This is an optimization exercise on Yosys and OpenROAD, whose aim is a short achievable clock period and few clock cycles, not a production implementation. In this exercise RTL edits were held to simulation tests only and were not proved equivalent to the original. No activity file was given, so power comes from the tool's default toggle rates.

Setup of oak:
Design pipeline, start of the top module:
module pipeline (
    input  logic                        clock,
    input  logic                        reset,
    input  logic [32-1:0]            mem_rdata,     
    output logic [1:0]                  mem_command,   
    output logic [32-1:0]            mem_addr,
    output logic [32-1:0]            mem_wdata,
    output logic                        commit_valid,
    output logic                        commit_wr_en,
    output logic [5-1:0]       commit_wr_idx,
    output logic [32-1:0]            commit_wr_data,
    output logic [32-1:0]            commit_npc,
    output logic [31:0]                 commit_inst
);
make LEC_CHECK=0 CAP_MARGIN=20 CORE_MARGIN=2 CORE_UTILIZATION=35 CTS_CLUSTER_DIAMETER=60 CTS_CLUSTER_SIZE=30 PLACE_DENSITY=0.45 SETUP_SLACK_MARGIN=3.2 SLEW_MARGIN=20 SYNTH_HIERARCHICAL=1 TNS_END_PERCENT=100 finish   # period 5.5 ns
run.sh (not shown) runs the stock make flow with config.mk's settings and CLKGATE_MAP_FILE= SYNTH_SCRIPT=/design/flow/synth_recipe.tcl, a recipe that flattens the netlist after the stock synthesis.
Testbench counts of oak, summed over its fixed seeds: cycles 33,482.
[inputs] pine vs oak
diff --git a/flow/design.v b/flow/design.v
--- a/flow/design.v
+++ b/flow/design.v
@@ -35,54 +35,33 @@
     input  logic [W-1:0] a,
     input  logic [W-1:0] b,
     input  logic         cin,
     output logic [W-1:0] s,
     output logic         cout
 );
     logic [W-1:0] p;
     logic [W:0]   c;
     pl_carry #(.W(W)) carry (.a(a), .b(b), .cin(cin), .p(p), .c(c));
     assign s    = p ^ c[W-1:0];
     assign cout = c[W];
 endmodule
-module pl_incdec #(
-    parameter int W = 16
-) (
-    input  logic [W-1:0] a,
-    output logic [W-1:0] s,
-    output logic [W-1:0] d
-);
-    logic [W-1:0] ones;    
-    logic [W-1:0] zeros;   
-    always_comb begin
-        for (int i = 0; i < W; i++) begin
-            ones[i]  = &(a  | ~((W'(1) << i) - W'(1)));
-            zeros[i] = &(~a | ~((W'(1) << i) - W'(1)));
-        end
-        s = a ^ ones;
-        d = a ^ zeros;
-    end
-endmodule
 module pl_agu (
     input  logic [31:0] a,
     input  logic [11:0] imm,
     output logic [31:0] s
 );
-    logic [15:0] lo, hi_inc, hi_dec;
-    logic        c16;
-    logic        neg;
-    assign neg = imm[11];
-    pl_add    #(.W(16)) lo_add (.a(a[15:0]),  .b({{4{imm[11]}}, imm}), .cin(1'b0), .s(lo), .cout(c16));
-    pl_incdec #(.W(16)) hi     (.a(a[31:16]), .s(hi_inc), .d(hi_dec));
-    assign s = {(c16 ? (neg ? a[31:16] : hi_inc) : (neg ? hi_dec : a[31:16])), lo};
+    logic [31:0] p;
+    logic [32:0] c;
+    pl_carry #(.W(32)) carry (.a(a), .b({{20{imm[11]}}, imm}), .cin(1'b0), .p(p), .c(c));
+    assign s = p ^ c[31:0];
 endmodule
 module pipeline (
     input  logic                        clock,
     input  logic                        reset,
     input  logic [32-1:0]            mem_rdata,     
     output logic [1:0]                  mem_command,   
     output logic [32-1:0]            mem_addr,
     output logic [32-1:0]            mem_wdata,
     output logic                        commit_valid,
     output logic                        commit_wr_en,
     output logic [5-1:0]       commit_wr_idx,
     output logic [32-1:0]            commit_wr_data,
@@ -134,26 +113,25 @@
     logic [31:0]       d_inst;
     logic [31:0]       d_rs1_oh;         
     logic [31:0]       d_rs2_oh;
     logic [4:0]        d_rs1_q, d_rs2_q;
     logic              d_use1, d_use2, d_we, d_lw, d_sw, d_sub, d_kagu, d_kadd, d_and, d_or;
     logic [4:0]        d_rd;
     logic              d_dep1, d_dep2;   
     logic              d_m1, d_m2;       
     logic              d_w1, d_w2;       
     logic [31:0]       rf [1:31];
     logic              ex_valid;
     logic [31:0]       ex_inst;
-    logic [31:0]       ex_a;             
-    logic [31:0]       ex_aa;            
+    logic [31:0]       ex_a;
     logic [11:0]       ex_imm;           
     logic [31:0]       ex_s;             
     logic [31:0]       ex_bx;            
     logic              ex_sub;
     logic              ex_kagu, ex_kadd, ex_and, ex_or;
     logic [4:0]        ex_rd;
     logic              ex_we;
     logic              ex_load;
     logic              ex_store;
     logic              mm_valid;
     logic [31:0]       mm_inst;
     logic [31:0]       mm_agu;           
@@ -271,37 +249,36 @@
             ex_load  <= 1'b0;
             ex_store <= 1'b0;
         end else begin
             ex_valid <= 1'b1;
             ex_rd    <= d_rd;
             ex_we    <= d_we;
             ex_load  <= d_lw;
             ex_store <= d_sw;
         end
     end
     always_ff @(posedge clock) begin
         ex_inst  <= d_inst;
-        if (!d_kagu) ex_a <= f1;    
-        ex_aa    <= f1;
+        ex_a     <= f1;
         ex_imm   <= imm[11:0];
         ex_s     <= f2;
         ex_bx    <= f2 ^ {32{d_sub}};
         ex_sub   <= d_sub;
         ex_kagu  <= d_kagu;
         ex_kadd  <= d_kadd;
         ex_and   <= d_and;
         ex_or    <= d_or;
     end
     logic [31:0] agu;
-    pl_agu agu_add (.a(ex_aa), .imm(ex_imm), .s(agu));
+    pl_agu agu_add (.a(ex_a), .imm(ex_imm), .s(agu));
     logic [31:0] b_eff;
     logic [15:0] add_lo, add_hi0, add_hi1;
     logic        add_c16, add_c0_unused, add_c1_unused;
     assign b_eff = ex_bx;
     pl_add #(.W(16)) add_lo_add  (.a(ex_a[15:0]),  .b(b_eff[15:0]),  .cin(ex_sub), .s(add_lo),  .cout(add_c16));
     pl_add #(.W(16)) add_hi0_add (.a(ex_a[31:16]), .b(b_eff[31:16]), .cin(1'b0),   .s(add_hi0), .cout(add_c0_unused));
     pl_add #(.W(16)) add_hi1_add (.a(ex_a[31:16]), .b(b_eff[31:16]), .cin(1'b1),   .s(add_hi1), .cout(add_c1_unused));
     always_ff @(posedge clock) begin
         if (reset) begin
             mm_valid <= 1'b0;
             mm_rd    <= 5'd0;
             mm_we    <= 1'b0;
--- outcome ---
- Of oak and pine, the run reporting the higher net switching fraction of the power was oak.
- Worst-case vdd ir drop in pine vs oak: down 0.024 mV
- Higher utilization goes to pine over oak.
- | number of cells traversed by the worst register-to-register path | higher: oak |
- oak → pine: combinational group share of total power moved down, number of placed instances, taps included level.
Testbench counts of pine, summed over its fixed seeds: cycles 33,482.

==> separate check: timing with driven ports <==
No port has a modelled driver above. Below, the same layouts with a new extraction and two added sets of constraints. Step 1: set_driving_cell puts a clkbuf_16 on clock and a buf_2 on each other input, an assumption about the parent block. Step 2 times the ports against the registers' clock, not the clock port: input delays grow and output delays shrink by t, the midpoint of the rising clock arrivals with the driver on. a / b / c = ideal / step 1 / step 2; a / b = the first two.
| run | t, ns | setup slack, ns | worst setup path at the end | cell pins on the clock port's net |
|---|---|---|---|---|
| oak | 0.966 | 2.973 / 2.877 / 2.353 | input to register | 1 |
| pine | 0.978 | 2.851 / 2.821 / 2.274 | input to register | 1 |
After both steps setup and hold are still met in every run listed. For oak, which loses most, drivers alone change the setup slack by -0.096 ns; drivers and shift together by -0.620 ns.
